Background: an optimization exercise with open tools, aiming at small area, a short achievable clock period and few clock cycles. Do not read the settings as production practice.
At most, simulation tests tie the RTL to the original design; equivalence was not proved.
Function not checked in runs 6 to 9: the RTL went through the layout flow alone.
Power figures rest on the tool's default switching activity, not on a simulated workload.

## flow/design.v

```verilog
module neuron_state_mem #(
    parameter int DATA_W = 32,
    parameter int DEPTH  = 64,
    parameter int ADDR_W = $clog2(DEPTH)
) (
    input  logic              clk,
    input  logic              reset,
    input  logic              init_start,
    input  logic [DATA_W-1:0] init_value,
    output logic              init_busy,
    output logic              ready,
    input  logic              rd_en,
    input  logic [ADDR_W-1:0] rd_addr,
    output logic [DATA_W-1:0] rd_data,
    output logic              rd_valid,
    input  logic              wr_en,
    input  logic [ADDR_W-1:0] wr_addr,
    input  logic [DATA_W-1:0] wr_data
);
    logic                ready_q;
    logic                busy_q;
    logic [DATA_W-1:0]   init_q;
    logic [DEPTH-1:0]    written_q;
    logic [DATA_W-1:0]   rd_data_q;
    logic                rd_valid_q;
    logic [DATA_W-1:0]   mem [DEPTH];
    logic [DATA_W-1:0]   rd_word;
    logic                keep;
    assign ready     = ready_q;
    assign init_busy = busy_q;
    assign rd_data   = rd_data_q;
    assign rd_valid  = rd_valid_q;
    assign keep = ready_q && !init_start;
    always_comb begin
        if (wr_en && wr_addr == rd_addr) rd_word = wr_data;
        else if (written_q[rd_addr])     rd_word = mem[rd_addr];
        else                             rd_word = init_q;
    end
    always_ff @(posedge clk or negedge reset) begin
        if (!reset) begin
            ready_q    <= 1'b0;
            busy_q     <= 1'b1;
            rd_data_q  <= '0;
            rd_valid_q <= 1'b0;
        end else begin
            ready_q    <= 1'b1;
            busy_q     <= 1'b0;
            rd_valid_q <= ready_q && rd_en;
            if (ready_q && rd_en) rd_data_q <= rd_word;
        end
    end
    always_ff @(posedge clk) begin
        if (!ready_q || init_start) init_q <= init_value;
        for (int i = 0; i < DEPTH; i++)
            written_q[i] <= keep && (written_q[i] || (wr_en && wr_addr == ADDR_W'(i)));
    end
    always_ff @(posedge clk) begin
        if (wr_en) mem[wr_addr] <= wr_data;
    end
endmodule
```

## flow/run.sh

```bash
#!/bin/bash
# synth_recipe.tcl (not shown) runs the flow's synth.tcl, then flattens the netlist and writes it again
# the make line also repeats each setting of config.mk as NAME=value (left out here)
make -C /OpenROAD-flow-scripts/flow DESIGN_CONFIG=/design/flow/config.mk WORK_HOME=/design/flow/orfs CLKGATE_MAP_FILE= SYNTH_SCRIPT=/design/flow/synth_recipe.tcl finish
```

## flow/config.mk

```make
export PLATFORM = sky130hd
export DESIGN_NAME = neuron_state_mem
export DESIGN_NICKNAME = neuron_state_mem
export VERILOG_FILES = /design/flow/design.v
export SDC_FILE = /design/flow/constraint.sdc
export NUM_CORES = 4
export LEC_CHECK = 0
export CAP_MARGIN = 20
export CORE_MARGIN = 2
export CORE_UTILIZATION = 40
export SLEW_MARGIN = 20
```

## flow/constraint.sdc

```tcl
create_clock -name core_clock -period 4.5 [get_ports {clk}]
set_input_delay 0.9000 -clock core_clock [delete_from_list [all_inputs] [get_ports {clk}]]
set_output_delay 0.9000 -clock core_clock [all_outputs]
set_load 0.01 [all_outputs]
```

==> flow_summary_export.csv, run 1 <==
group,metric,value,unit
status,status,"complete, no violations",
critical_path,criticalPathCategory,"primary input to register",
logic_synthesis,synth_ff_type,"edfxtp_1",
routing,routed_wl,244000,um
logic_synthesis,synth_area_leaders,"edfxtp_1, mux4_2, mux2i_1",
clock_network,clockBufferDepth,3,
pwr,p_leak,30.9,nW
critical_path,critPathArrivalTime,3850,ps
timing,skew,39.5,ps
global_route,grt_pass1_wl,338000,um
critical_path,r2r.worst_path.cells,8,
cells_and_area,final_design_area_no_fill,0.0970,mm2
routing,dr.pass1.iters,5,
cells_and_area,drive_gt1_share,25.2,%
critical_path,critPathCaptureType,"register",
critical_path,cp-start-kind,"primary input",
logic_synthesis,synth_seq_cells,2179,
timing,finalSetupTns,0,ps
routing,first_iter_violations,5786,
logic_synthesis,syn_area_per_cell,21.2,um2
cells_and_area,final_nets,4380,
global_route,grt_util_all_layers,22.8,%
routing,viasPerCell,5.95,
cells_and_area,fin_util,46.4,%
timing,hold_viol,0,
timing,worstMarginPinSlew,1070,ps
floorplan,num_io_pins,116,
timing,finalSetupViolCount,0,
routing,drtAntennaViolNets,0,
logic_synthesis,synth-edff-count,2080,
clock_network,clk_pin_slew,60,ps
pwr,internal-power,33.1,mW
timing,finalCritPeriodShare,68.9,%
placed_design,io_buffers,115,
clock_network,cts_root_buffer,"clkbuf_16",
floorplan,row_count,168,
routing,wl_per_cell,33.5,um
clock_network,cts_buffers,212,
floorplan,die_h,462,um
clock_network,postCtsSetupBuffers,0,
global_route,grt_overflow_total,0,
logic_synthesis,synth_top_area_cell,"edfxtp_1",
critical_path,r2r_slack,1690,ps
cells_and_area,layout-area-overhead-vs-synth,15.6,%
clock_network,cts-htree-levels,4,
pwr,p_comb_share,5.7,%
logic_synthesis,ys_top_cells_by_count,"edfxtp_1, mux4_2, mux2i_1, nor2_1, nand2_1",
logic_synthesis,netlist_area,0.0840,mm2
timing,slew_headroom,28.5,%
clock_network,clock_sinks,2179,
routing,drc_errors,0,
pwr,clkPwrFrac,41.1,%
timing,rsz0062_at_grt,"false",
floorplan,start_util,40.1,%
logic_synthesis,synth-seq-area-share,77.0,%
floorplan,dieArea,0.214,mm2
pwr,p_per_area,437,mW/mm2
pwr,vdd_drop_max,0.436,mV
job,max_cap_violations,0,
pwr,total_power,42.4,mW
timing,fmaxAchievable,322,MHz
clock_network,clock_latency,860,ps
logic_synthesis,synth_most_common_cell,"edfxtp_1",
logic_synthesis,ys_async_sr_fraction,1.61,%
global_route,antenna_found_initial,13,
routing,via_count,43400,
floorplan,die_w,462,um
placed_design,hpwl,140000,um
clock_network,hold_buffers,0,
global_route,first_global_vias,42800,
placed_design,gp_congestion,0.827,
clock_network,cts_resized,0,
critical_path,timing.rr.end,"rd_data_q[21]",
worst_hold_path,hp-class,"primary input to async pin",
critical_path,worstReg2RegStart,"written_q[18]",
logic_synthesis,ys_types,67,
pwr,netSwitchingPower,9.30,mW
critical_path,required,5250,ps
clock_network,cts_tree,"done",
logic_synthesis,synth_nets,4044,
pwr,seqPwrFrac,53.2,%
global_route,grt_max_degree,70,
pwr,power_switching_share,21.9,%
placed_design,placed_area,0.0902,mm2
logic_synthesis,synth_top_area_share,74.4,%
critical_path,cp_max_fo,26,
timing,min_period,3100,ps
timing,slew_viol_final,0,
logic_synthesis,netlist_instances,3963,
logic_synthesis,yosysWarnings,1,
floorplan,core_area,0.209,mm2
## metal layers
| layer | vias to the layer above | global-route usage [%] | part of all wire, % |
|---|---|---|---|
| met5 | - | 0 | 0.019 |
| met4 | 6 | 8.15 | 3.7 |
| met3 | 401 | 4.27 | 8.8 |
| met2 | 2197 | 36.4 | 48 |
| met1 | 23400 | 31.5 | 40 |
| li1 | 17400 | - | - |
## worst max path at each step
stage / from / endpoint / cells past startpoint
detailed placement: rd_addr[2] / rd_data_q[15] / 10
finish: rd_addr[2] / rd_data_q[21] / 10
global route: rd_addr[0] / rd_data_q[21] / 10
floorplan: wr_en / mem[49][0] / 4
global placement: rd_addr[1] / rd_data_q[1] / 8
CTS: rd_data_q[5] / rd_data[5] / 1
## cell type report
cell class / instances / area [um2]
antenna: 5 / 12.5
clock buffer: 284 / 5790
clock inverter: 112 / 1000
fill: 17200 / 112000
inverter: 6 / 30.0
multi-input combinational: 1545 / 18400
sequential: 2179 / 64600
tap: 2805 / 3510
timing repair buffer: 355 / 3690
## cells in the final DEF (no fill, tap or decap), drive strengths merged, types with 4 or more instances in the layout
cell / n
nor3: 25
a211o: 4
dfrtp: 34
and2: 5
o31ai: 19
a21oi: 90
inv: 11
o221ai: 76
o22ai: 40
nand2: 91
clkinv: 92
nor4: 13
clkbuf: 285
and3: 19
nor2: 179
a221oi: 21
nor2b: 14
mux4: 473
a2111oi: 4
bufinv: 13
diode: 5
o21a: 13
a31oi: 25
dfxtp: 64
edfxtp: 2080
mux2i: 240
a22oi: 53
or4: 9
buf: 278
nand3: 37
o21ai: 43
a32oi: 7
clkdlybuf4s50: 76
## power groups by stage
| stage | Sequential, mW | Combinational (mW) | Clock, mW |
|---|---|---|---|
| after floorplan | 22.9 | 1.25 | 0 |
| after global placement | 23.0 | 2.40 | 0 |
| after CTS | 22.6 | 2.43 | 17.7 |
| after global routing | 22.5 | 2.55 | 18.4 |
| final | 22.6 | 2.43 | 17.4 |
| after detailed placement | 23.0 | 2.42 | 0 |
## worst max-delay path, cell delays in order
cell       delay, ps
clkbuf_8         240
nand2b_4         540
buf_4            290
o22ai_1          140
a2111o_1         410
a31o_2           300
nand3_2          260
buf_12           260
a2111oi_0        120
a211o_1          300
## metrics by stage
step / setup WS [ps] / cells / hold WS [ps]
final: 1400 / 7291 / 97.5
after global routing: 1310 / 7288 / 64.7
after CTS: 1450 / 7285 / 11.9
after detailed placement: 545 / 6889 / 453
after global placement: 559 / 6889 / 441
after floorplan: 102 / 3963 / 432
## registers in the layout, summed over array words and instances, names as in the netlist
signal / cells
busy_q: 1
init_q: 32
mem: 2048
rd_data_q: 32
rd_valid_q: 1
ready_q: 1
written_q: 64
## cell families (layout without fill, tap and decap cells)
family / count (synthesis) / in the layout / share of synthesized area [%]
simple gates: 412 / 412 / 2.22
flops: 2179 / 2179 / 77.0
compound gates: 409 / 409 / 3.35
other cells: 2 / 7 / 0.00894
mux: 716 / 716 / 15.6
buf+inv: 239 / 757 / 1.76
xor+xnor: 6 / 6 / 0.0626
Testbench counts, summed over its fixed seeds: cycles 6,955.
==> inputs of run 2 (changes only) <==
--- a/flow/config.mk
+++ b/flow/config.mk
@@ -7,5 +7,6 @@
 export LEC_CHECK = 0
 export CAP_MARGIN = 20
 export CORE_MARGIN = 2
-export CORE_UTILIZATION = 40
+export CORE_UTILIZATION = 60
+export SETUP_SLACK_MARGIN = 2.0
 export SLEW_MARGIN = 20
==> flow_summary_export.csv, run 2 <==
group,metric,value,unit
placed_design,preCtsSetupSlack,517,ps
worst_hold_path,hp-class,"primary input to async pin",
timing,skew,16.2,ps
placed_design,hpwl,134000,um
timing,min_period,2670,ps
timing,fin_ws,1830,ps
logic_synthesis,netlist_instances,3963,
pwr,p_per_area,434,mW/mm2
global_route,grt_pass1_wl,343000,um
floorplan,die_w,378,um
pwr,p_comb_share,6.4,%
floorplan,start_util,60.3,%
cells_and_area,largest_reg_flops,2048,
routing,drtAntennaViolNets,0,
critical_path,required,5190,ps
logic_synthesis,synth_seq_cells,2179,
floorplan,core_area,0.139,mm2
logic_synthesis,synth-seq-area-share,77.0,%
routing,dr.pass1.iters,6,
critical_path,critPathCaptureType,"register",
pwr,total_power,42.6,mW
global_route,grt_util_all_layers,35.2,%
logic_synthesis,ys_top_cells_by_count,"edfxtp_1, mux4_2, mux2i_1, nor2_1, nand2_1",
global_route,grt_max_degree,66,
logic_synthesis,yosysWarnings,1,
global_route,antenna_found_initial,10,
pwr,seqPwrFrac,52.9,%
cells_and_area,drive_gt1_share,29.1,%
logic_synthesis,syn_area_per_cell,21.2,um2
timing,finalCritPeriodShare,59.3,%
routing,wl_per_cell,38.4,um
logic_synthesis,synth_area_leaders,"edfxtp_1, mux4_2, mux2i_1",
timing,rsz0062_at_grt,"true",
logic_synthesis,synth_top_area_cell,"edfxtp_1",
cells_and_area,layout-area-overhead-vs-synth,17.0,%
placed_design,gp_congestion,0.841,
clock_network,hold_buffers,0,
critical_path,cp_max_fo,8,
pwr,power_switching_share,21.7,%
pwr,internal-power,33.4,mW
pwr,clkPwrFrac,40.7,%
pwr,netSwitchingPower,9.24,mW
critical_path,cp-start-kind,"primary input",
clock_network,clock_latency,820,ps
floorplan,die_h,378,um
cells_and_area,top_regs,"mem x2048, written_q x64",
logic_synthesis,netlist_area,0.0840,mm2
logic_synthesis,synth-edff-count,2080,
clock_network,clockBufferDepth,3,
timing,finalSetupViolCount,0,
routing,via_count,45100,
timing,slew_headroom,23.0,%
timing,worstMarginPinSlew,1150,ps
logic_synthesis,synth_nets,4044,
status,status,"complete, no violations",
routing,routed_wl,248000,um
cells_and_area,final_nets,4477,
timing,fmaxAchievable,375,MHz
pwr,vdd_drop_max,0.392,mV
job,max_cap_violations,0,
logic_synthesis,synth_top_area_share,74.4,%
floorplan,row_count,137,
placed_design,placed_area,0.0893,mm2
timing,hold_viol,0,
clock_network,clock_sinks,2179,
clock_network,cts-htree-levels,4,
timing,slew_viol_final,0,
cells_and_area,final_design_area_no_fill,0.0983,mm2
clock_network,clk_pin_slew,60,ps
logic_synthesis,synth_most_common_cell,"edfxtp_1",
cells_and_area,top_register,"mem",
clock_network,cts_tree,"done",
cells_and_area,final_common_cell,"edfxtp_1",
placed_design,io_buffers,115,
global_route,first_global_vias,44500,
global_route,grt_overflow_total,0,
cells_and_area,final_cell_mix,"edfxtp_1, mux4_2, mux2i_1",
clock_network,cts_buffers,211,
floorplan,dieArea,0.143,mm2
logic_synthesis,ys_async_sr_fraction,1.61,%
critical_path,criticalPathCategory,"primary input to register",
routing,viasPerCell,6.98,
routing,first_iter_violations,6986,
routing,drc_errors,0,
timing,finalSetupTns,0,ps
logic_synthesis,synth_ff_type,"edfxtp_1",
clock_network,cts_root_buffer,"clkbuf_16",
critical_path,critPathArrivalTime,3360,ps
pwr,p_leak,32.0,nW
logic_synthesis,ys_types,67,
floorplan,num_io_pins,116,
run 2: cell counts after synthesis:
No cell type changed its count.
run 2: layout make-up:
type                       instances  area [um2]
antenna                            3        7.51
clock buffer                     295        5890
clock inverter                   104         908
fill                            8520       40900
inverter                           6        40.0
multi-input combinational       1546       18900
sequential                      2179       64600
tap                             1876        2350
timing repair buffer             451        5570
timing repair inverter             1        8.76
run 2: stage by stage:
stage	utilization (%)	hold WS, ps	instances
floorplan	-	432	3963
global placement	64.2	441	5954
detailed placement	64.2	454	5954
CTS	70.2	94.9	6428
global route	70.6	115	6458
finish	70.6	115	6461
run 2: power groups by stage:
stage               registers, mW  logic, mW  clock network (mW)
floorplan                    22.9       1.27                   0
finish                       22.6       2.71                17.4
detailed placement           23.0       2.44                   0
global placement             23.0       2.39                   0
global route                 22.5       2.82                18.3
CTS                          22.6       2.63                17.5
run 2: routing by layer:
metal	vias up	GRT usage (%)	share of wire, %
met3	499	6.94	11
met1	24000	52.2	38
met2	3017	53.2	47
li1	17600	-	-
met5	-	0	0.019
met4	8	12.8	3.9
run 2: final timing paths:
path                                    start  cells past startpoint             to  slack [ps]
worst min register to register  written_q[25]                      2  written_q[25]         470
max in group asynchronous               reset                      2  rd_data_q[26]        3410
worst max register to register   written_q[7]                      8  rd_data_q[12]        1950
worst max-delay path               rd_addr[0]                      9  rd_data_q[29]        1830
min in group core_clock         written_q[25]                      2  written_q[25]         470
worst min-delay path                    reset                      1        ready_q         120
run 2: timing repair:
action | CTS | global route
setup endpoints to repair | 1522 | 385
cloned | 19 | 1
resized for setup | 195 | 61
pin swaps | 19 | 11
buffers inserted | 56 | 28
run 2: kinds of logic (layout without fill, tap and decap cells):
logic type	Yosys count	in the layout	synth area share [%]
other	2	5	0.00894
AO/OA/AOI/OAI	409	409	3.35
AND/OR/NAND/NOR	412	413	2.22
multiplexers	716	716	15.6
buffers and inverters	239	857	1.76
XOR/XNOR	6	6	0.0626
flip-flops	2179	2179	77.0
run 2: worst max-delay path, cell delays in order:
cell      delay [ps]
buf_16           160
buf_16           180
buf_16           130
mux4_2           500
mux4_2           480
o211ai_1         530
o21ai_1          170
mux2i_1          170
o21ai_1          100
==> inputs of run 3 (changes only) <==
--- a/flow/config.mk
+++ b/flow/config.mk
@@ -5,8 +5,10 @@
 export SDC_FILE = /design/flow/constraint.sdc
 export NUM_CORES = 4
 export LEC_CHECK = 0
+export ABC_CLOCK_PERIOD_IN_PS = 2000
 export CAP_MARGIN = 20
 export CORE_MARGIN = 2
 export CORE_UTILIZATION = 60
+export PLACE_DENSITY = 0.75
 export SETUP_SLACK_MARGIN = 2.0
 export SLEW_MARGIN = 20
==> flow_summary_export.csv, run 3 <==
group,metric,value,unit
status,status,"complete, no violations",
logic_synthesis,yosysWarnings,1,
timing,slew_viol_final,0,
logic_synthesis,ys_top_cells_by_count,"edfxtp_1, mux4_2, mux2i_1, nor2_1, nand2_1",
floorplan,start_util,60.3,%
pwr,p_comb_share,6.4,%
clock_network,clock_sinks,2179,
clock_network,cts_buffers,205,
pwr,p_per_area,431,mW/mm2
routing,drtAntennaViolNets,0,
logic_synthesis,netlist_area,0.0840,mm2
job,max_cap_violations,0,
cells_and_area,final_cell_mix,"edfxtp_1, mux4_2, mux2i_1",
critical_path,path_buf_inv,3,
global_route,first_global_vias,44200,
global_route,grt_overflow_total,0,
timing,finalSetupViolCount,0,
critical_path,cp_max_fo,34,
cells_and_area,largest_reg_flops,2048,
worst_hold_path,hp-class,"primary input to async pin",
cells_and_area,layout-area-overhead-vs-synth,16.7,%
clock_network,cts-htree-levels,4,
placed_design,dp_cells,5930,
critical_path,critPathMaxStageDelay,670,ps
timing,skew,48.2,ps
floorplan,num_io_pins,116,
critical_path,required,5220,ps
logic_synthesis,synth_fa_ha_area_share,0,%
pwr,p_leak,31.9,nW
pwr,netSwitchingPower,9.31,mW
routing,dr.pass1.iters,8,
logic_synthesis,ys_types,67,
timing,worstMarginPinSlew,1100,ps
logic_synthesis,syn_area_per_cell,21.2,um2
floorplan,die_w,378,um
critical_path,cp_top_family,"compound AO/OA/AOI/OAI gates",
critical_path,worstReg2RegStart,"mem[28][29]",
floorplan,core_area,0.139,mm2
logic_synthesis,synth_ff_type,"edfxtp_1",
critical_path,criticalPathCategory,"primary input to register",
clock_network,cts_tree,"done",
logic_synthesis,synth_mux_area_share,15.6,%
cells_and_area,final_common_cell,"edfxtp_1",
critical_path,cp-start-kind,"primary input",
floorplan,dieArea,0.143,mm2
cells_and_area,top_register,"mem",
timing,rsz0062_at_grt,"true",
cells_and_area,drive_gt1_share,29.1,%
logic_synthesis,synth_seq_cells,2179,
routing,viasPerCell,7.05,
routing,wl_per_cell,37.4,um
logic_synthesis,ys_async_sr_fraction,1.61,%
timing,fmaxAchievable,372,MHz
clock_network,cts_root_buffer,"clkbuf_16",
logic_synthesis,synth-edff-count,2080,
pwr,internal-power,33.0,mW
global_route,grt_util_all_layers,33.5,%
placed_design,gp_congestion,0.851,
logic_synthesis,synth_most_common_cell,"edfxtp_1",
timing,whs,62.7,ps
logic_synthesis,netlist_instances,3963,
logic_synthesis,synthSimpleGateAreaFrac,2.22,%
pwr,total_power,42.3,mW
cells_and_area,final_nets,4473,
timing,finalSetupTns,0,ps
floorplan,die_h,378,um
timing,slew_headroom,27.0,%
logic_synthesis,synth_nets,4044,
critical_path,cpMostUsedCell,"o21ai_1",
clock_network,clock_latency,870,ps
clock_network,clockBufferDepth,3,
routing,routed_wl,241000,um
routing,drc_errors,0,
logic_synthesis,synth_compound_area_share,3.35,%
pwr,power_switching_share,22.0,%
placed_design,hpwl,124000,um
critical_path,cp_slowest_cell,"o211ai_1",
placed_design,io_buffers,115,
clock_network,clk_pin_slew,70,ps
cells_and_area,final_cells,6444,
logic_synthesis,synth-seq-area-share,77.0,%
pwr,seqPwrFrac,53.4,%
critical_path,worstPathCellList,"buf_2 > inv_2 > buf_12 > mux4_2 > o211ai_1 > o21ai_1 > mux2i_1 > o21ai_1",
floorplan,row_count,137,
timing,finalCritPeriodShare,59.7,%
critical_path,critPathArrivalTime,3410,ps
logic_synthesis,synth_xor_area_share,0.0626,%
global_route,antenna_found_initial,9,
global_route,grt_pass1_wl,330000,um
routing,first_iter_violations,8563,
routing,via_count,45400,
cells_and_area,top_regs,"mem x2048, written_q x64",
timing,hold_viol,0,
pwr,clkPwrFrac,40.2,%
critical_path,critPathCaptureType,"register",
logic_synthesis,synth_top_area_cell,"edfxtp_1",
pwr,vdd_drop_max,0.488,mV
global_route,grt_max_degree,74,
critical_path,startpoint,"rd_addr[4]",
logic_synthesis,synth_area_leaders,"edfxtp_1, mux4_2, mux2i_1",
timing,min_period,2690,ps
logic_synthesis,synth_top_area_share,74.4,%
logic_synthesis,synth_top_family_by_area,"multiplexers",
[run 3: cell count changes in the layout (fill, tap and decap cells not counted), sizes merged, moves of 2 or more]
cell         change
inv              -7
dlygate4sd2      -7
clkinv          +22
bufinv           +2
clkbuf          -23
[run 3: metal layers]
metal / GRT usage, % / wire length (um) / up-vias
li1: - / - / 17500
met3: 9.68 / 36200 / 705
met5: 0.515 / 54 / -
met2: 50.7 / 112000 / 3959
met1: 46.4 / 81500 / 23200
met4: 14.0 / 11200 / 10
[run 3: path summary, 6_finish.rpt]
kind	cells after the start	end	slack, ps
worst max-delay path	8	rd_data_q[29]	1810
max in group asynchronous	2	rd_data_q[3]	3540
worst min register to register	1	written_q[60]	460
min in group core_clock	1	mem[30][24]	390
worst min-delay path	1	rd_data_q[2]	60
worst max register to register	6	rd_data_q[29]	1920
[run 3: cells by family after synthesis]
kind of cell	Yosys count
AND/OR/NAND/NOR	412
other	2
multiplexers	716
flip-flops	2179
XOR/XNOR	6
buffers and inverters	239
AO/OA/AOI/OAI	409
[run 3: what timing repair did]
item | CTS | global route
pin swaps | 9 | 21
resized for setup | 197 | 91
setup buffers | 36 | 66
gates cloned | 16 | 12
hold buffers | 0 | 0
endpoints found under the setup margin | 1312 | 475
[run 3: layout make-up]
cell class,count,area (um2)
sequential,2179,64600
tap,1876,2350
clock inverter,121,1150
fill,8005,41200
multi-input combinational,1545,18800
timing repair buffer,455,5580
clock buffer,260,5460
inverter,6,41.3
antenna,2,5.00
[run 3: metrics by stage]
stage	utilization, %	setup slack [ps]	instance area, um2
3_3_place_gp	63.9	600	88900
5_1_grt	70.4	1780	98000
3_5_place_dp	63.9	588	88900
4_1_cts	69.5	1840	96700
6_report	70.4	1810	98000
2_1_floorplan	-	1430	84400
[run 3: power by group through the flow]
stage | logic, mW | registers (mW) | clock network (mW)
floorplan | 1.27 | 22.9 | 0
global placement | 2.30 | 23.0 | 0
detailed placement | 2.34 | 23.0 | 0
CTS | 2.48 | 22.6 | 17.0
global route | 2.79 | 22.6 | 17.8
finish | 2.71 | 22.6 | 17.0
==> inputs of run 4 (changes only) <==
==> flow/config.mk (replaced) <==
export PLATFORM = sky130hd
export DESIGN_NAME = neuron_state_mem
export DESIGN_NICKNAME = neuron_state_mem
export VERILOG_FILES = /design/flow/design.v
export SDC_FILE = /design/flow/constraint.sdc
export NUM_CORES = 4
export LEC_CHECK = 0
export CAP_MARGIN = 20
export CORE_MARGIN = 2
export CORE_UTILIZATION = 55
export CTS_CLUSTER_DIAMETER = 120
export CTS_CLUSTER_SIZE = 26
export SETUP_SLACK_MARGIN = 2.2
export SLEW_MARGIN = 20
==> flow_summary_export.csv, run 4 <==
group,metric,value,unit
timing,whs,225,ps
floorplan,dieArea,0.156,mm2
logic_synthesis,ys_async_sr_fraction,1.61,%
clock_network,clockBufferDepth,3,
logic_synthesis,syn_area_per_cell,21.2,um2
global_route,grt_util_all_layers,32.8,%
placed_design,gp_congestion,0.851,
cells_and_area,final_cell_mix,"edfxtp_1, mux4_2, mux2i_1",
logic_synthesis,synth_fa_ha_area_share,0,%
timing,fmaxAchievable,377,MHz
job,max_cap_violations,0,
critical_path,critPathArrivalTime,3280,ps
status,status,"complete, no violations",
logic_synthesis,ys_top_cells_by_count,"edfxtp_1, mux4_2, mux2i_1, nor2_1, nand2_1",
timing,worstMarginPinSlew,1120,ps
clock_network,clk_pin_slew,100,ps
placed_design,hpwl,138000,um
logic_synthesis,synth_ff_type,"edfxtp_1",
cells_and_area,drive_gt1_share,30.8,%
floorplan,row_count,143,
pwr,clkPwrFrac,28.3,%
global_route,first_global_vias,44000,
logic_synthesis,synth_compound_area_share,3.35,%
pwr,netSwitchingPower,7.97,mW
placed_design,io_buffers,115,
global_route,grt_pass1_wl,352000,um
clock_network,clock_sinks,2179,
placed_design,preCtsSetupSlack,411,ps
cells_and_area,layout-area-overhead-vs-synth,15.7,%
critical_path,worstReg2RegStart,"written_q[7]",
logic_synthesis,synth_top_family_by_area,"multiplexers",
critical_path,critPathCaptureType,"register",
timing,skew,22.1,ps
global_route,busiest_layer,"met2",
logic_synthesis,yosysWarnings,1,
pwr,internal-power,27.7,mW
global_route,grt_max_degree,66,
routing,routed_wl,256000,um
logic_synthesis,synthSimpleGateAreaFrac,2.22,%
global_route,grtUsageMet2,52.1,%
placed_design,placed_area,0.0895,mm2
timing,hold_viol,0,
pwr,p_per_area,368,mW/mm2
cells_and_area,final_common_cell,"edfxtp_1",
timing,slew_viol_final,0,
cells_and_area,final_design_area_no_fill,0.0972,mm2
critical_path,required,5130,ps
cells_and_area,top_register,"mem",
timing,slew_headroom,25.5,%
critical_path,criticalPathCategory,"primary input to register",
cells_and_area,final_nets,4481,
pwr,vdd_drop_max,0.311,mV
critical_path,timing.rr.end,"rd_data_q[17]",
floorplan,start_util,55.3,%
critical_path,r2r.worst_path.cells,9,
clock_network,clock_latency,750,ps
timing,min_period,2650,ps
logic_synthesis,synth_top_area_share,74.4,%
floorplan,num_io_pins,116,
cells_and_area,top_regs,"mem x2048, written_q x64",
routing,drtAntennaViolNets,0,
floorplan,core_area,0.152,mm2
clock_network,cts_buffers,93,
critical_path,cp_max_fo,26,
global_route,met3_usage,5.29,%
worst_hold_path,hp-class,"primary input to async pin",
logic_synthesis,synth_most_common_cell,"edfxtp_1",
timing,finalSetupViolCount,0,
timing,fin_ws,1850,ps
cells_and_area,fillCellCount,10200,
timing,finalSetupTns,0,ps
routing,via_count,44800,
critical_path,cp-start-kind,"primary input",
logic_synthesis,ys_types,67,
timing,finalCritPeriodShare,58.9,%
floorplan,die_w,395,um
routing,drc_errors,0,
routing,wl_per_cell,39.4,um
timing,rsz0062_at_grt,"true",
pwr,seqPwrFrac,63.1,%
routing,dr.pass1.iters,6,
routing,first_iter_violations,6481,
logic_synthesis,netlist_area,0.0840,mm2
global_route,grt_overflow_total,0,
clock_network,hold_buffers,0,
logic_synthesis,synth_mux_area_share,15.6,%
routing,viasPerCell,6.90,
logic_synthesis,synth_top_area_cell,"edfxtp_1",
clock_network,cts_root_buffer,"clkbuf_16",
logic_synthesis,synth_nets,4044,
global_route,met1_usage,47.2,%
clock_network,cts_tree,"done",
logic_synthesis,synth_seq_cells,2179,
logic_synthesis,synth-edff-count,2080,
pwr,p_leak,31.1,nW
clock_network,cts-htree-levels,3,
critical_path,r2r_slack,1980,ps
floorplan,die_h,395,um
global_route,antenna_found_initial,7,
logic_synthesis,synth_area_leaders,"edfxtp_1, mux4_2, mux2i_1",
pwr,p_comb_share,8.6,%
logic_synthesis,netlist_instances,3963,
logic_synthesis,synth_xor_area_share,0.0626,%
logic_synthesis,synth-seq-area-share,77.0,%
cells_and_area,largest_reg_flops,2048,
pwr,power_switching_share,22.3,%
[run 4: cell counts after synthesis]
Identical to the previous run, type by type.
[run 4: kinds of logic after synthesis]
logic type | Yosys count
DFF | 2179
muxes | 716
and+or+nand+nor | 412
AOI/OAI and AO/OA | 409
buffers and inverters | 239
xor gates and xnor gates | 6
other | 2
[run 4: how the worst max path moves through the flow]
stage,start,end,slack (ps),cells past startpoint
2_1_floorplan,wr_addr[4],mem[42][0],1430,4
3_3_place_gp,rd_addr[0],rd_data_q[16],430,9
3_5_place_dp,rd_addr[0],rd_data_q[16],410,9
4_1_cts,rd_addr[0],rd_data_q[12],1890,8
5_1_grt,rd_addr[0],rd_data_q[24],1860,14
6_report,rd_addr[3],rd_data_q[12],1850,7
[run 4: what timing repair did]
item,in CTS,in global routing
pin swaps,71,43
endpoints found under the hold margin,0,0
setup buffers,141,28
cloned,41,7
resized for setup,533,104
setup endpoints to repair,2147,619
[run 4: routing by layer]
layer / up-vias / part of all wire [%]
li1: 17400 / -
met1: 24200 / 38
met2: 2776 / 48
met3: 399 / 10
met4: 8 / 3.5
met5: - / 0.019
[run 4: critical path: stages]
cell     delay [ps]
buf_8           170
inv_6           370
buf_12          320
mux4_2          670
mux4_2          500
mux2i_1         150
a21oi_1          80
[run 4: power by group through the flow]
stage / clock network (mW) / registers, mW / logic [mW]
after CTS: 10.2 / 22.5 / 2.94
final: 10.1 / 22.5 / 3.07
after global placement: 0 / 23.0 / 2.38
after floorplan: 0 / 22.9 / 1.27
after detailed placement: 0 / 23.0 / 2.43
after global routing: 10.9 / 22.6 / 3.18
[run 4: cell type report]
type	count	area (um2)	share of cell area, %
Antenna cell	3	7.51	0.00773
Clock buffer	156	2630	2.70
Clock inverter	5	48.8	0.0502
Inverter	6	35.0	0.0361
Multi-Input combinational cell	1548	19500	20.1
Sequential cell	2179	64600	66.5
Tap cell	2030	2540	2.61
Timing Repair Buffer	572	7740	7.96
[run 4: stage by stage]
stage               util [%]  total power [mW]  std cells
floorplan                  -              24.2       3963
global placement        59.0              25.4       6118
global route            64.0              36.6       6496
detailed placement      59.0              25.4       6118
finish                  64.0              35.7       6499
CTS                     63.5              35.7       6461
==> inputs of run 5 (changes only) <==
--- a/flow/config.mk
+++ b/flow/config.mk
@@ -12,3 +12,4 @@
 export CTS_CLUSTER_SIZE = 26
 export SETUP_SLACK_MARGIN = 2.2
 export SLEW_MARGIN = 20
+export TNS_END_PERCENT = 5
==> flow_summary_export.csv, run 5 <==
group,metric,value,unit
status,status,"complete, no violations",
timing,finalSetupViolCount,0,
timing,slew_viol_final,0,
routing,drc_errors,0,
clock_network,clk_pin_slew,100,ps
floorplan,die_h,395,um
clock_network,clock_sinks,2179,
clock_network,cts_buffers,93,
critical_path,cp-start-kind,"primary input",
cells_and_area,final_cell_mix,"edfxtp_1, mux4_2, buf_4",
critical_path,startpoint,"rd_addr[0]",
global_route,antenna_found_initial,11,
cells_and_area,top_regs,"mem x2048, written_q x64",
logic_synthesis,ys_async_sr_fraction,1.61,%
cells_and_area,layout-area-overhead-vs-synth,14.3,%
logic_synthesis,netlist_instances,3963,
floorplan,core_area,0.152,mm2
timing,hold_viol,0,
pwr,p_per_area,370,mW/mm2
logic_synthesis,ys_types,67,
clock_network,cts-htree-levels,3,
global_route,grt_util_all_layers,32.3,%
logic_synthesis,synth_top_area_cell,"edfxtp_1",
floorplan,start_util,55.3,%
cells_and_area,multi_input_area,0.0191,mm2
logic_synthesis,synth-edff-count,2080,
routing,first_iter_violations,6416,
pwr,total_power,35.5,mW
logic_synthesis,ys_top_cells_by_count,"edfxtp_1, mux4_2, mux2i_1, nor2_1, nand2_1",
logic_synthesis,synth-seq-area-share,77.0,%
floorplan,dieArea,0.156,mm2
placed_design,preCtsSetupSlack,411,ps
cells_and_area,largest_reg_flops,2048,
critical_path,worstReg2RegStart,"written_q[7]",
logic_synthesis,netlist_area,0.0840,mm2
timing,finalCritPeriodShare,58.3,%
placed_design,io_buffers,115,
timing,worstMarginPinSlew,823,ps
floorplan,row_count,143,
timing,slew_headroom,45.2,%
logic_synthesis,syn_area_per_cell,21.2,um2
logic_synthesis,yosysWarnings,1,
routing,via_count,44400,
clock_network,clock_latency,740,ps
critical_path,critPathCaptureType,"register",
pwr,vdd_drop_max,0.313,mV
cells_and_area,final_nets,4452,
logic_synthesis,synth_most_common_cell,"edfxtp_1",
placed_design,hpwl,138000,um
clock_network,cts_root_buffer,"clkbuf_16",
global_route,first_global_vias,43500,
routing,routed_wl,253000,um
critical_path,criticalPathCategory,"primary input to register",
clock_network,clockBufferDepth,3,
critical_path,cp_max_fo,6,
logic_synthesis,synth_top_area_share,74.4,%
timing,rsz0062_at_grt,"true",
timing,fmaxAchievable,381,MHz
cells_and_area,top_register,"mem",
global_route,grt_overflow_total,0,
worst_hold_path,hp-class,"primary input to async pin",
job,max_cap_violations,0,
global_route,grt_pass1_wl,347000,um
cells_and_area,drive_gt1_share,28.1,%
logic_synthesis,synth_ff_type,"edfxtp_1",
logic_synthesis,synth_area_leaders,"edfxtp_1, mux4_2, mux2i_1",
clock_network,cts_tree,"done",
cells_and_area,final_common_cell,"edfxtp_1",
placed_design,gp_congestion,0.851,
floorplan,num_io_pins,116,
pwr,p_leak,30.7,nW
logic_synthesis,synth_seq_cells,2179,
routing,drtAntennaViolNets,0,
cells_and_area,fillCellCount,10400,
routing,wl_per_cell,39.1,um
floorplan,die_w,395,um
logic_synthesis,synth_nets,4044,
cells_and_area,antenna_cells,0,
timing,fin_ws,1880,ps
global_route,grt_max_degree,66,
cells_and_area,register_area,0.0646,mm2
critical_path,required,5140,ps
critical_path,critPathArrivalTime,3260,ps
timing,min_period,2620,ps
routing,viasPerCell,6.87,
timing,skew,23.5,ps
routing,dr.pass1.iters,6,
timing,finalSetupTns,0,ps
run 5: cell counts after synthesis:
No cell type changed its count.
run 5: what timing repair did:
action                     in CTS  in global routing
gates cloned                   30                  8
buffers inserted               87                 62
pin swaps                      30                 22
hold buffers                    0                  0
setup endpoints to repair    2147               1245
gates resized for setup       252                104
run 5: where the power goes:
group	switching (mW)	internal, mW	leakage [nW]
sequential	0.155	22.4	19.7
combinational	1.69	1.20	9.75
clock	6.04	4.05	1.28
run 5: per-layer routing:
layer  track usage [%]  up-vias  routed length, um
met5                 0        -                 35
met4              10.5        6               9960
met3              4.75      422              25400
met2              51.4     2776             120000
met1              46.8    23800              97000
li1                  -    17400                  -
run 5: layout make-up:
| type | count | area share (%) |
|---|---|---|
| multi-input combinational | 1548 | 19.9 |
| inverter | 6 | 0.0365 |
| tap | 2030 | 2.65 |
| sequential | 2179 | 67.3 |
| clock inverter | 5 | 0.0508 |
| timing repair buffer | 543 | 7.28 |
| clock buffer | 156 | 2.74 |
run 5: worst paths after layout:
path,end,depth (start not counted),slack (ps)
min in group core_clock,mem[4][4],1,440
max reg2reg,rd_data_q[18],9,2030
min,rd_data_q[17],1,230
max in group asynchronous,rd_data_q[3],2,3370
min reg2reg,written_q[13],1,470
max,rd_data_q[12],8,1880
run 5: cells by family (layout without fill, tap and decap cells):
logic type	count (synthesis)	in the layout	synth area share, %
AOI/OAI and AO/OA	409	409	3.35
xor gates and xnor gates	6	6	0.0626
buffers and inverters	239	710	1.76
DFF	2179	2179	77.0
muxes	716	716	15.6
other	2	2	0.00894
and+or+nand+nor	412	415	2.22
run 5: through the flow:
stage                     hold WS (ps)  std cells  utilization [%]  area (um2)
final                              225       6467             63.3       96000
after global routing               223       6467             63.3       96000
after CTS                          187       6396             62.4       94700
after detailed placement           450       6118             59.0       89500
after global placement             440       6118             59.0       89500
after floorplan                    432       3963                -       84400
run 5: worst max-delay path, cell delays in order:
cell	delay, ps
buf_16	140
buf_16	180
buf_12	140
mux4_2	510
mux4_2	610
mux4_2	510
mux2i_1	150
a21oi_1	80
==> inputs of run 6 (changes only) <==
--- a/flow/design.v
+++ b/flow/design.v
@@ -31,10 +31,23 @@
     assign rd_data   = rd_data_q;
     assign rd_valid  = rd_valid_q;
     assign keep = ready_q && !init_start;
+    logic [7:0]        dec_lo, dec_hi;
+    logic [DEPTH-1:0]  sel;
+    logic [DATA_W-1:0] rd_mem;
+    logic              use_init, bypass;
     always_comb begin
-        if (wr_en && wr_addr == rd_addr) rd_word = wr_data;
-        else if (written_q[rd_addr])     rd_word = mem[rd_addr];
-        else                             rd_word = init_q;
+        for (int j = 0; j < 8; j++) begin
+            dec_lo[j] = rd_addr[2:0] == 3'(j);
+            dec_hi[j] = rd_addr[5:3] == 3'(j);
+        end
+        for (int i = 0; i < DEPTH; i++) sel[i] = dec_hi[i/8] && dec_lo[i%8] && written_q[i];
+        for (int b = 0; b < DATA_W; b++) begin
+            rd_mem[b] = 1'b0;
+            for (int i = 0; i < DEPTH; i++) rd_mem[b] = rd_mem[b] | (sel[i] & mem[i][b]);
+        end
+        use_init = !(|sel);
+        bypass   = wr_en && wr_addr == rd_addr;
+        rd_word  = bypass ? wr_data : (rd_mem | (init_q & {DATA_W{use_init}}));
     end
     always_ff @(posedge clk or negedge reset) begin
         if (!reset) begin
==> flow/config.mk (replaced) <==
export PLATFORM = sky130hd
export DESIGN_NAME = neuron_state_mem
export DESIGN_NICKNAME = neuron_state_mem
export VERILOG_FILES = /design/flow/design.v
export SDC_FILE = /design/flow/constraint.sdc
export NUM_CORES = 4
export LEC_CHECK = 0
export CAP_MARGIN = 20
export CORE_MARGIN = 2
export CORE_UTILIZATION = 60
export SETUP_SLACK_MARGIN = 3.0
export SLEW_MARGIN = 20
==> flow_summary_export.csv, run 6 <==
group,metric,value,unit
status,status,"stopped before the end",
clock_network,cts-htree-levels,4,
logic_synthesis,synth_ff_type,"edfxtp_1",
placed_design,hpwl,224000,um
logic_synthesis,ys_types,77,
logic_synthesis,synth-seq-area-share,81.0,%
floorplan,start_util,60.6,%
logic_synthesis,synth_top_area_share,78.3,%
global_route,grt_max_degree,66,
clock_network,hold_buffers,0,
logic_synthesis,synth_nets,4570,
logic_synthesis,syn_area_per_cell,17.8,um2
status,lastStage,"5_1_grt",
logic_synthesis,netlist_instances,4489,
status,error,"[ERROR GRT-0116] Global routing finished with congestion. Check the congestion regions in the DRC Viewer.",
logic_synthesis,synth_most_common_cell,"edfxtp_1",
logic_synthesis,ys_async_sr_fraction,1.61,%
logic_synthesis,yosysWarnings,1,
global_route,grt_util_all_layers,78.3,%
clock_network,cts_root_buffer,"clkbuf_16",
floorplan,num_io_pins,116,
floorplan,die_h,369,um
global_route,grt_pass1_wl,687000,um
clock_network,clock_sinks,2179,
logic_synthesis,netlist_area,0.0797,mm2
placed_design,gp_congestion,1.02,
clock_network,cts_buffers,207,
floorplan,die_w,369,um
floorplan,row_count,133,
logic_synthesis,synth-edff-count,2080,
global_route,grt_overflow_total,64,
logic_synthesis,synth_top_area_cell,"edfxtp_1",
global_route,first_global_vias,67700,
logic_synthesis,ys_top_cells_by_count,"edfxtp_1, a22oi_1, nor2_1, nand4_1, a22o_1",
clock_network,clockBufferDepth,3,
placed_design,io_buffers,115,
logic_synthesis,synth_area_leaders,"edfxtp_1, a22oi_1, dfxtp_1",
logic_synthesis,synth_seq_cells,2179,
run 6: per-layer routing:
layer | track usage (%) | overflow
met5 | 47.9 | 0
met1 | 81.5 | 3
met4 | 71.0 | 30
met3 | 68.0 | 1
met2 | 89.1 | 30
run 6: how the worst max path moves through the flow:
stage,from,end,slack (ps),cells past startpoint
CTS,rd_addr[3],rd_data_q[31],1770,12
detailed placement,rd_addr[3],rd_data_q[10],-150,10
global placement,rd_addr[3],rd_data_q[7],-510,12
floorplan,wr_addr[2],mem[27][0],1460,3
run 6: cells by family after synthesis:
logic type      synth area share (%)
other cells                  0.00942
compound gates                  10.4
xor+xnor                      0.0659
simple gates                    6.75
flops                           81.0
buf+inv                         1.68
run 6: stage by stage:
stage	cells	hold WS [ps]	cell area [um2]	setup WS, ps
global placement	6560	441	87900	-508
detailed placement	6561	447	87900	-150
CTS	7692	26.9	111000	1770
floorplan	4489	431	81500	1460
run 6: what timing repair did:
item,CTS
resized for setup,1316
gates cloned,235
hold endpoints to repair,0
buffers inserted,510
setup endpoints to repair,2212
pin swaps,194
run 6: power groups by stage:
stage,clock network (mW),registers (mW),logic [mW]
after CTS,17.2,22.5,1.53
after detailed placement,0,22.9,1.10
after global placement,0,22.9,1.09
after floorplan,0,22.9,0.288
==> inputs of run 7 (changes only) <==
--- a/flow/config.mk
+++ b/flow/config.mk
@@ -7,6 +7,6 @@
 export LEC_CHECK = 0
 export CAP_MARGIN = 20
 export CORE_MARGIN = 2
-export CORE_UTILIZATION = 60
+export CORE_UTILIZATION = 45
 export SETUP_SLACK_MARGIN = 3.0
 export SLEW_MARGIN = 20
==> flow_summary_export.csv, run 7 <==
group,metric,value,unit
clock_network,cts-htree-levels,4,
global_route,grt_overflow_total,2,
global_route,grt_max_degree,66,
clock_network,cts_root_buffer,"clkbuf_16",
logic_synthesis,synth_area_leaders,"edfxtp_1, a22oi_1, dfxtp_1",
logic_synthesis,syn_area_per_cell,17.8,um2
floorplan,row_count,154,
status,lastStage,"5_1_grt",
placed_design,gp_congestion,1.11,
floorplan,start_util,45.3,%
logic_synthesis,synth_seq_cells,2179,
global_route,grt_util_all_layers,65.0,%
logic_synthesis,synth_nets,4570,
logic_synthesis,synth_top_area_share,78.3,%
status,error,"[ERROR GRT-0232] Routing congestion too high. Check the congestion heatmap in the GUI.",
floorplan,die_w,425,um
logic_synthesis,ys_types,77,
logic_synthesis,netlist_area,0.0797,mm2
logic_synthesis,ys_async_sr_fraction,1.61,%
clock_network,cts_buffers,207,
logic_synthesis,synth_most_common_cell,"edfxtp_1",
floorplan,num_io_pins,116,
logic_synthesis,synth-edff-count,2080,
logic_synthesis,netlist_instances,4489,
logic_synthesis,yosysWarnings,1,
placed_design,hpwl,227000,um
status,status,"stopped before the end",
logic_synthesis,synth-seq-area-share,81.0,%
logic_synthesis,ys_top_cells_by_count,"edfxtp_1, a22oi_1, nor2_1, nand4_1, a22o_1",
logic_synthesis,synth_top_area_cell,"edfxtp_1",
placed_design,io_buffers,115,
floorplan,die_h,425,um
clock_network,clock_sinks,2179,
logic_synthesis,synth_ff_type,"edfxtp_1",
clock_network,clockBufferDepth,3,
run 7: logic make-up after synthesis:
family / count (synthesis) / synth area share [%]
AOI/OAI and AO/OA: 1067 / 10.4
xor gates and xnor gates: 6 / 0.0659
buffers and inverters: 283 / 1.68
DFF: 2179 / 81.0
other: 2 / 0.00942
and+or+nand+nor: 952 / 6.75
run 7: worst max path at each step:
stage,end
after floorplan,mem[27][0]
after global placement,rd_data_q[23]
after detailed placement,rd_data_q[28]
after CTS,rd_data_q[18]
run 7: power by group through the flow:
stage,combinational [mW],clock (mW),sequential [mW]
after global placement,1.12,0,22.9
after detailed placement,1.13,0,22.9
after CTS,1.58,17.0,22.5
after floorplan,0.288,0,22.9
run 7: per-stage QoR:
stage	hold WS, ps	cells	area, um2	util [%]	worst slack (ps)
detailed placement	450	7184	89000	50.5	-363
floorplan	431	4489	81500	-	1460
CTS	156	8379	113000	64.0	1650
global placement	442	7184	89000	50.5	-547
run 7: what timing repair did:
| item | in CTS |
|---|---|
| setup buffers | 572 |
| hold buffers | 0 |
| setup endpoints to repair | 2233 |
| resized for setup | 1440 |
| pin swaps | 246 |
| gates cloned | 239 |
run 7: routing by layer:
| metal | overflow | track usage [%] |
|---|---|---|
| met5 | 0 | 45.7 |
| met4 | 2 | 59.5 |
| met3 | 0 | 60.5 |
| met1 | 0 | 62.0 |
| met2 | 0 | 76.1 |
==> inputs of run 8 (changes only) <==
--- a/flow/config.mk
+++ b/flow/config.mk
@@ -7,6 +7,6 @@
 export LEC_CHECK = 0
 export CAP_MARGIN = 20
 export CORE_MARGIN = 2
-export CORE_UTILIZATION = 45
-export SETUP_SLACK_MARGIN = 3.0
+export CORE_UTILIZATION = 50
+export SETUP_SLACK_MARGIN = 2.3
 export SLEW_MARGIN = 20
==> flow_summary_export.csv, run 8 <==
group,metric,value,unit
cells_and_area,largest_reg_flops,2048,
cells_and_area,top_register,"mem",
timing,hold_viol,0,
timing,min_period,2990,ps
timing,finalCritPeriodShare,66.4,%
routing,routed_wl,420000,um
critical_path,critPathCaptureType,"register",
timing,fmaxAchievable,335,MHz
timing,rsz0062_at_grt,"true",
routing,wl_per_cell,54.1,um
placed_design,placed_area,0.0883,mm2
pwr,seqPwrFrac,53.7,%
job,max_cap_violations,0,
floorplan,die_w,403,um
routing,drc_errors,0,
clock_network,clockBufferDepth,3,
logic_synthesis,yosysWarnings,1,
logic_synthesis,synth_top_area_share,78.3,%
cells_and_area,drive_gt1_share,33.1,%
global_route,antenna_found_initial,52,
floorplan,core_area,0.158,mm2
routing,first_iter_violations,15700,
clock_network,hold_buffers,0,
placed_design,gp_congestion,1.03,
placed_design,io_buffers,115,
global_route,grt_util_all_layers,50.5,%
global_route,first_global_vias,54100,
logic_synthesis,synth_top_area_cell,"edfxtp_1",
pwr,p_leak,34.6,nW
status,status,"complete, no violations",
cells_and_area,final_design_area_no_fill,0.104,mm2
cells_and_area,fin_util,65.5,%
logic_synthesis,synth_nets,4570,
logic_synthesis,syn_area_per_cell,17.8,um2
logic_synthesis,synth-edff-count,2080,
critical_path,critPathArrivalTime,3760,ps
logic_synthesis,synth_seq_cells,2179,
logic_synthesis,ys_types,77,
critical_path,required,5270,ps
floorplan,dieArea,0.163,mm2
critical_path,cp-start-kind,"register",
timing,slew_headroom,11.8,%
logic_synthesis,synth-seq-area-share,81.0,%
clock_network,cts_buffers,214,
routing,drtAntennaViolNets,0,
timing,slew_viol_final,0,
global_route,grt_overflow_total,0,
placed_design,hpwl,232000,um
pwr,internal-power,32.8,mW
logic_synthesis,synth_most_common_cell,"edfxtp_1",
floorplan,row_count,146,
timing,worstMarginPinSlew,1320,ps
cells_and_area,final_nets,5556,
cells_and_area,final_common_cell,"edfxtp_1",
pwr,power_switching_share,22.2,%
cells_and_area,fillCellCount,10600,
timing,skew,36.2,ps
logic_synthesis,netlist_instances,4489,
timing,finalSetupViolCount,0,
cells_and_area,final_cell_mix,"edfxtp_1, buf_4, a22oi_1",
clock_network,clock_latency,910,ps
pwr,clkPwrFrac,42.8,%
logic_synthesis,netlist_area,0.0797,mm2
critical_path,criticalPathCategory,"register to register",
pwr,p_comb_share,3.5,%
clock_network,cts_root_buffer,"clkbuf_16",
worst_hold_path,hp-class,"primary input to async pin",
clock_network,cts-htree-levels,4,
cells_and_area,layout-area-overhead-vs-synth,30.2,%
logic_synthesis,ys_async_sr_fraction,1.61,%
routing,dr.pass1.iters,10,
global_route,grt_pass1_wl,530000,um
pwr,netSwitchingPower,9.38,mW
routing,viasPerCell,7.95,
clock_network,cts_tree,"done",
clock_network,clk_pin_slew,70,ps
cells_and_area,top_regs,"mem x2048, written_q x64",
floorplan,start_util,50.3,%
routing,via_count,61800,
critical_path,cp_max_fo,7,
floorplan,die_h,403,um
pwr,p_per_area,406,mW/mm2
logic_synthesis,synth_area_leaders,"edfxtp_1, a22oi_1, dfxtp_1",
pwr,vdd_drop_max,0.349,mV
logic_synthesis,synth_ff_type,"edfxtp_1",
global_route,grt_max_degree,66,
floorplan,num_io_pins,116,
logic_synthesis,ys_top_cells_by_count,"edfxtp_1, a22oi_1, nor2_1, nand4_1, a22o_1",
clock_network,clock_sinks,2179,
run 8: cell counts after synthesis:
No cell type changed its count.
run 8: per-stage QoR:
stage / hold slack (ps) / power (mW) / setup TNS [ps] / instances / worst slack [ps]
3_3_place_gp: 440 / 24.1 / -5360 / 6881 / -772
3_5_place_dp: 452 / 24.1 / -1710 / 6884 / -322
4_1_cts: 139 / 41.7 / 0 / 7621 / 1760
2_1_floorplan: 431 / 23.2 / 0 / 4489 / 1460
6_report: 195 / 42.2 / 0 / 7768 / 1510
5_1_grt: 172 / 42.6 / 0 / 7743 / 1560
run 8: kinds of logic after synthesis:
| family | count (synthesis) | synth area share (%) |
|---|---|---|
| AND/OR/NAND/NOR | 952 | 6.75 |
| flip-flops | 2179 | 81.0 |
| XOR/XNOR | 6 | 0.0659 |
| other | 2 | 0.00942 |
| AO/OA/AOI/OAI | 1067 | 10.4 |
| buffers and inverters | 283 | 1.68 |
run 8: final cells by class:
cell class              instances  area [um2]  share of cell area (%)
multi-input cells            2037       17400                    16.8
diodes                         30        75.1                  0.0723
clock buffers                 312        6050                    5.83
clock inverters                95         936                   0.902
flip-flops and latches       2179       64700                    62.3
repair buffers               1038       12100                    11.6
inverters                       5        25.0                  0.0241
well taps                    2072        2590                    2.50
run 8: final timing paths:
check / start / end / slack (ps) / depth (start not counted)
max reg2reg: written_q[41] / rd_data_q[27] / 1510 / 8
max in group asynchronous: reset / rd_data_q[23] / 3020 / 2
max: written_q[41] / rd_data_q[27] / 1510 / 8
min reg2reg: written_q[58] / written_q[58] / 470 / 2
min in group core_clock: written_q[58] / written_q[58] / 470 / 2
min: reset / ready_q / 190 / 1
run 8: layer usage:
metal | GRT usage [%] | vias up | part of all wire [%]
met1 | 60.1 | 30300 | 30
met3 | 29.3 | 2342 | 21
li1 | - | 20900 | -
met5 | 1.99 | - | 0.20
met2 | 65.5 | 8245 | 38
met4 | 41.3 | 51 | 11
run 8: timing repair:
action / in CTS / in global routing
endpoints found under the setup margin: 1389 / 754
buffers inserted: 293 / 105
gates cloned: 37 / 11
pin swaps: 170 / 147
gates resized for setup: 719 / 244
run 8: worst max-delay path, cell delays in order (launching register included):
cell and delay [ps]:
dfxtp_1 490, and3_2 310, buf_4 210, a222oi_1 820, and3_1 280, nand4_1 200
nor4_4 330, buf_4 170, a21oi_2 40
run 8: power groups by stage:
stage | sequential (mW) | combinational (mW) | clock (mW)
floorplan | 22.9 | 0.285 | 0
global placement | 23.0 | 1.09 | 0
detailed placement | 23.0 | 1.10 | 0
CTS | 22.6 | 1.31 | 17.8
global route | 22.6 | 1.44 | 18.6
finish | 22.6 | 1.48 | 18.1
==> inputs of run 9 (changes only) <==
==> flow/design.v (replaced) <==
module neuron_state_mem #(
    parameter int DATA_W = 32,
    parameter int DEPTH  = 64,
    parameter int ADDR_W = $clog2(DEPTH)
) (
    input  logic              clk,
    input  logic              reset,
    input  logic              init_start,
    input  logic [DATA_W-1:0] init_value,
    output logic              init_busy,
    output logic              ready,
    input  logic              rd_en,
    input  logic [ADDR_W-1:0] rd_addr,
    output logic [DATA_W-1:0] rd_data,
    output logic              rd_valid,
    input  logic              wr_en,
    input  logic [ADDR_W-1:0] wr_addr,
    input  logic [DATA_W-1:0] wr_data
);
    typedef enum logic {INIT, RUN} state_t;
    state_t              state_q, state_d;
    logic [ADDR_W-1:0]   cnt_q, cnt_d;
    logic [DATA_W-1:0]   rd_data_q, rd_data_d;
    logic                rd_valid_q, rd_valid_d;
    logic [DATA_W-1:0]   mem [DEPTH];
    logic                mem_we;
    logic [ADDR_W-1:0]   mem_waddr;
    logic [DATA_W-1:0]   mem_wdata;
    logic                rd_ok, wr_ok;
    assign rd_ok     = {1'b0, rd_addr} < (ADDR_W+1)'(DEPTH);
    assign wr_ok     = {1'b0, wr_addr} < (ADDR_W+1)'(DEPTH);
    assign ready     = state_q == RUN;
    assign init_busy = !ready;
    assign rd_data   = rd_data_q;
    assign rd_valid  = rd_valid_q;
    always_comb begin
        state_d    = state_q;
        cnt_d      = cnt_q;
        rd_data_d  = rd_data_q;
        rd_valid_d = 1'b0;
        mem_we     = 1'b0;
        mem_waddr  = wr_addr;
        mem_wdata  = wr_data;
        if (state_q == INIT) begin
            mem_we    = 1'b1;
            mem_waddr = cnt_q;
            mem_wdata = init_value;
            cnt_d     = cnt_q + 1'b1;
            if (cnt_q == ADDR_W'(DEPTH-1)) begin
                state_d = RUN;
                cnt_d   = '0;
            end
        end else begin
            if (init_start) begin
                state_d = INIT;
                cnt_d   = '0;
            end
            mem_we = wr_en && wr_ok;
            if (rd_en) begin
                rd_valid_d = 1'b1;
                rd_data_d  = !rd_ok ? '0 : (mem_we && wr_addr == rd_addr) ? wr_data : mem[rd_addr];
            end
        end
    end
    always_ff @(posedge clk or negedge reset) begin
        if (!reset) begin
            state_q    <= INIT;
            cnt_q      <= '0;
            rd_data_q  <= '0;
            rd_valid_q <= 1'b0;
        end else begin
            state_q    <= state_d;
            cnt_q      <= cnt_d;
            rd_data_q  <= rd_data_d;
            rd_valid_q <= rd_valid_d;
        end
    end
    always_ff @(posedge clk) begin
        if (mem_we) mem[mem_waddr] <= mem_wdata;
    end
endmodule
--- a/flow/config.mk
+++ b/flow/config.mk
@@ -7,6 +7,5 @@
 export LEC_CHECK = 0
 export CAP_MARGIN = 20
 export CORE_MARGIN = 2
-export CORE_UTILIZATION = 50
-export SETUP_SLACK_MARGIN = 2.3
+export CORE_UTILIZATION = 40
 export SLEW_MARGIN = 20
==> flow_summary_export.csv, run 9 <==
group,metric,value,unit
timing,slew_viol_final,0,
critical_path,path_buf_inv,2,
floorplan,die_w,451,um
timing,worstMarginPinSlew,1070,ps
logic_synthesis,synth_seq_cells,2088,
status,status,"complete, no violations",
pwr,clkPwrFrac,35.6,%
critical_path,criticalPathCategory,"register to output pin",
routing,viasPerCell,5.99,
clock_network,cts_resized,0,
global_route,first_global_vias,40800,
pwr,p_per_area,501,mW/mm2
logic_synthesis,synth_area_leaders,"edfxtp_1, mux4_2, a22oi_1",
pwr,seqPwrFrac,51.4,%
global_route,grt_pass1_wl,320000,um
placed_design,gp_congestion,0.869,
global_route,antenna_found_initial,10,
timing,finalCritPeriodShare,82.7,%
floorplan,row_count,164,
floorplan,core_area,0.199,mm2
critical_path,cp-start-kind,"register",
logic_synthesis,ys_top_cells_by_count,"edfxtp_1, mux4_2, a22oi_1, a21oi_1, nor2_1",
critical_path,critPathCaptureType,"output pin",
timing,hold_viol,0,
clock_network,clockBufferDepth,3,
pwr,internal-power,34.8,mW
pwr,p_leak,29.0,nW
logic_synthesis,synth_ff_type,"edfxtp_1",
clock_network,cts_root_buffer,"clkbuf_16",
worst_hold_path,hp-class,"primary input to async pin",
job,max_cap_violations,0,
global_route,grt_util_all_layers,22.3,%
cells_and_area,drive_gt1_share,28.4,%
clock_network,cts_buffers,202,
placed_design,placed_area,0.0870,mm2
cells_and_area,top_regs,"mem x2048, rd_data_q x32, cnt_q x6",
cells_and_area,final_cells,6841,
logic_synthesis,ys_types,56,
pwr,netSwitchingPower,12.0,mW
critical_path,cp_max_fo,34,
floorplan,die_h,451,um
clock_network,clock_sinks,2088,
cells_and_area,fin_util,46.9,%
cells_and_area,largest_reg_flops,2048,
clock_network,clk_pin_slew,60,ps
cells_and_area,final_common_cell,"edfxtp_1",
logic_synthesis,synth_top_area_cell,"edfxtp_1",
logic_synthesis,ys_async_sr_fraction,1.92,%
logic_synthesis,netlist_area,0.0800,mm2
timing,slew_headroom,28.2,%
logic_synthesis,synth_nets,3702,
clock_network,cts-htree-levels,4,
global_route,grt_max_degree,69,
critical_path,critPathArrivalTime,2820,ps
logic_synthesis,netlist_instances,3620,
critical_path,worstPathCellList,"buf_4 > clkdlybuf4s50_1",
placed_design,dp_cells,6463,
floorplan,start_util,40.2,%
clock_network,hold_buffers,0,
logic_synthesis,yosysWarnings,1,
pwr,power_switching_share,25.7,%
routing,dr.pass1.iters,6,
routing,drtAntennaViolNets,0,
pwr,vdd_drop_max,0.323,mV
routing,drc_errors,0,
routing,via_count,41000,
critical_path,cp_top_family,"buffers and inverters",
cells_and_area,final_cell_mix,"edfxtp_1, mux4_2, a22oi_1",
global_route,grt_overflow_total,0,
routing,first_iter_violations,5412,
critical_path,critPathMaxStageDelay,820,ps
logic_synthesis,synth_top_area_share,76.8,%
timing,finalSetupTns,0,ps
cells_and_area,final_nets,4094,
placed_design,hpwl,138000,um
timing,fin_ws,780,ps
floorplan,num_io_pins,116,
timing,skew,62.5,ps
routing,wl_per_cell,33.4,um
timing,fmaxAchievable,269,MHz
cells_and_area,top_register,"mem",
logic_synthesis,synth-seq-area-share,78.1,%
clock_network,cts_tree,"done",
cells_and_area,final_design_area_no_fill,0.0935,mm2
timing,rsz0062_at_grt,"false",
logic_synthesis,synth-edff-count,2048,
placed_design,io_buffers,115,
placed_design,preCtsSetupSlack,144,ps
cells_and_area,layout-area-overhead-vs-synth,16.8,%
logic_synthesis,synth_most_common_cell,"edfxtp_1",
critical_path,required,3600,ps
critical_path,cp_slowest_cell,"dfrtp_2",
pwr,p_comb_share,13.0,%
clock_network,postCtsSetupBuffers,0,
logic_synthesis,syn_area_per_cell,22.1,um2
timing,finalSetupViolCount,0,
floorplan,dieArea,0.204,mm2
routing,routed_wl,229000,um
timing,min_period,3720,ps
clock_network,clock_latency,860,ps
run 9: per-stage QoR:
step | hold slack [ps] | power (mW)
6_report | 39.2 | 46.8
5_1_grt | 21.2 | 48.1
3_3_place_gp | 521 | 30.4
3_5_place_dp | 531 | 30.6
2_1_floorplan | 485 | 27.0
4_1_cts | 3.76 | 47.1
run 9: power groups by stage:
stage	Combinational, mW	Sequential [mW]	Clock [mW]
after detailed placement	6.08	24.5	0
after CTS	6.08	24.1	16.9
after global routing	6.35	24.1	17.6
after global placement	6.00	24.4	0
final	6.08	24.1	16.7
after floorplan	2.81	24.2	0
run 9: worst paths after layout:
check                      startpoint            end  slack [ps]  cells after the start
min in group core_clock      cnt_q[5]       cnt_q[5]         560                      1
min                             reset  rd_data_q[31]          40                      1
min reg2reg                  cnt_q[5]       cnt_q[5]         560                      1
max reg2reg                   state_q  rd_data_q[27]        1020                      6
max in group asynchronous       reset   rd_data_q[4]        3490                      2
max                           state_q          ready         780                      2
run 9: cell families (layout without fill, tap and decap cells):
family,count (synthesis),in the layout,synth area share [%]
muxes,583,583,14.9
DFF,2088,2088,78.1
adders and majority gates,1,1,0.0156
other,0,4,0
buffers and inverters,217,778,1.43
and+or+nand+nor,249,249,1.38
AOI/OAI and AO/OA,475,475,4.10
xor gates and xnor gates,7,7,0.0766
run 9: area by class of cell:
| type | count | area (um2) |
|---|---|---|
| clock buffers | 254 | 5320 |
| repair buffers | 403 | 4260 |
| flip-flops and latches | 2088 | 62500 |
| multi-input cells | 1315 | 16900 |
| clock inverters | 119 | 1150 |
| inverters | 2 | 7.51 |
| fillers | 16200 | 106000 |
| well taps | 2656 | 3320 |
| diodes | 4 | 10.0 |
run 9: layer usage:
metal	track usage [%]	vias up	routed length (um)
li1	-	16200	-
met1	30.9	22200	90500
met2	35.6	2104	109000
met3	4.24	382	19900
met4	8.09	2	8960
met5	0	-	13
run 9: worst register-to-register path: stages (launching register included):
cell	delay [ps]
dfrtp_2	820
mux2i_2	870
xnor2_1	230
nor3_2	90
a211oi_1	770
nand4_1	370
a31oi_1	260

separate check: timing with driven ports:
No port has a modelled driver above. Below, the same layouts with a new extraction and two added sets of constraints. Step 1 assumes that a clkbuf_16 drives the clock port and a buf_2 every other input. Step 2 also shifts input and output timing later by t, the mid clock arrival at the registers, as if the neighbouring blocks saw the same clock. Three values: no drivers, after step 1, after step 2; two values: the first two.
run	shift t [ns]	slack for setup (ns)	worst hold slack (ns)	cell pins on the clock port's net
run 1	0.939	1.398 / 1.328 / 0.390	0.097 / 0.029 / 0.463	1
run 2	0.895	1.832 / 1.683 / 0.787	0.115 / 0.061 / 0.471	1
run 3	0.929	1.812 / 1.604 / 0.675	0.063 / 0.000 / 0.464	1
run 4	0.819	1.850 / 1.610 / 0.791	0.225 / 0.166 / 0.472	1
run 5	0.814	1.876 / 1.590 / 0.776	0.225 / 0.169 / 0.473	1
run 8	0.989	1.513 / 1.513 / 0.561	0.195 / 0.127 / 0.472	1
run 9	0.914	0.780 / 0.693 / 0.150	0.039 / -0.020 / 0.555	1
After both steps setup and hold are still met in every run listed. The setup slack of run 3, which loses most, moves by -0.208 ns with the drivers and by -1.137 ns with both steps.
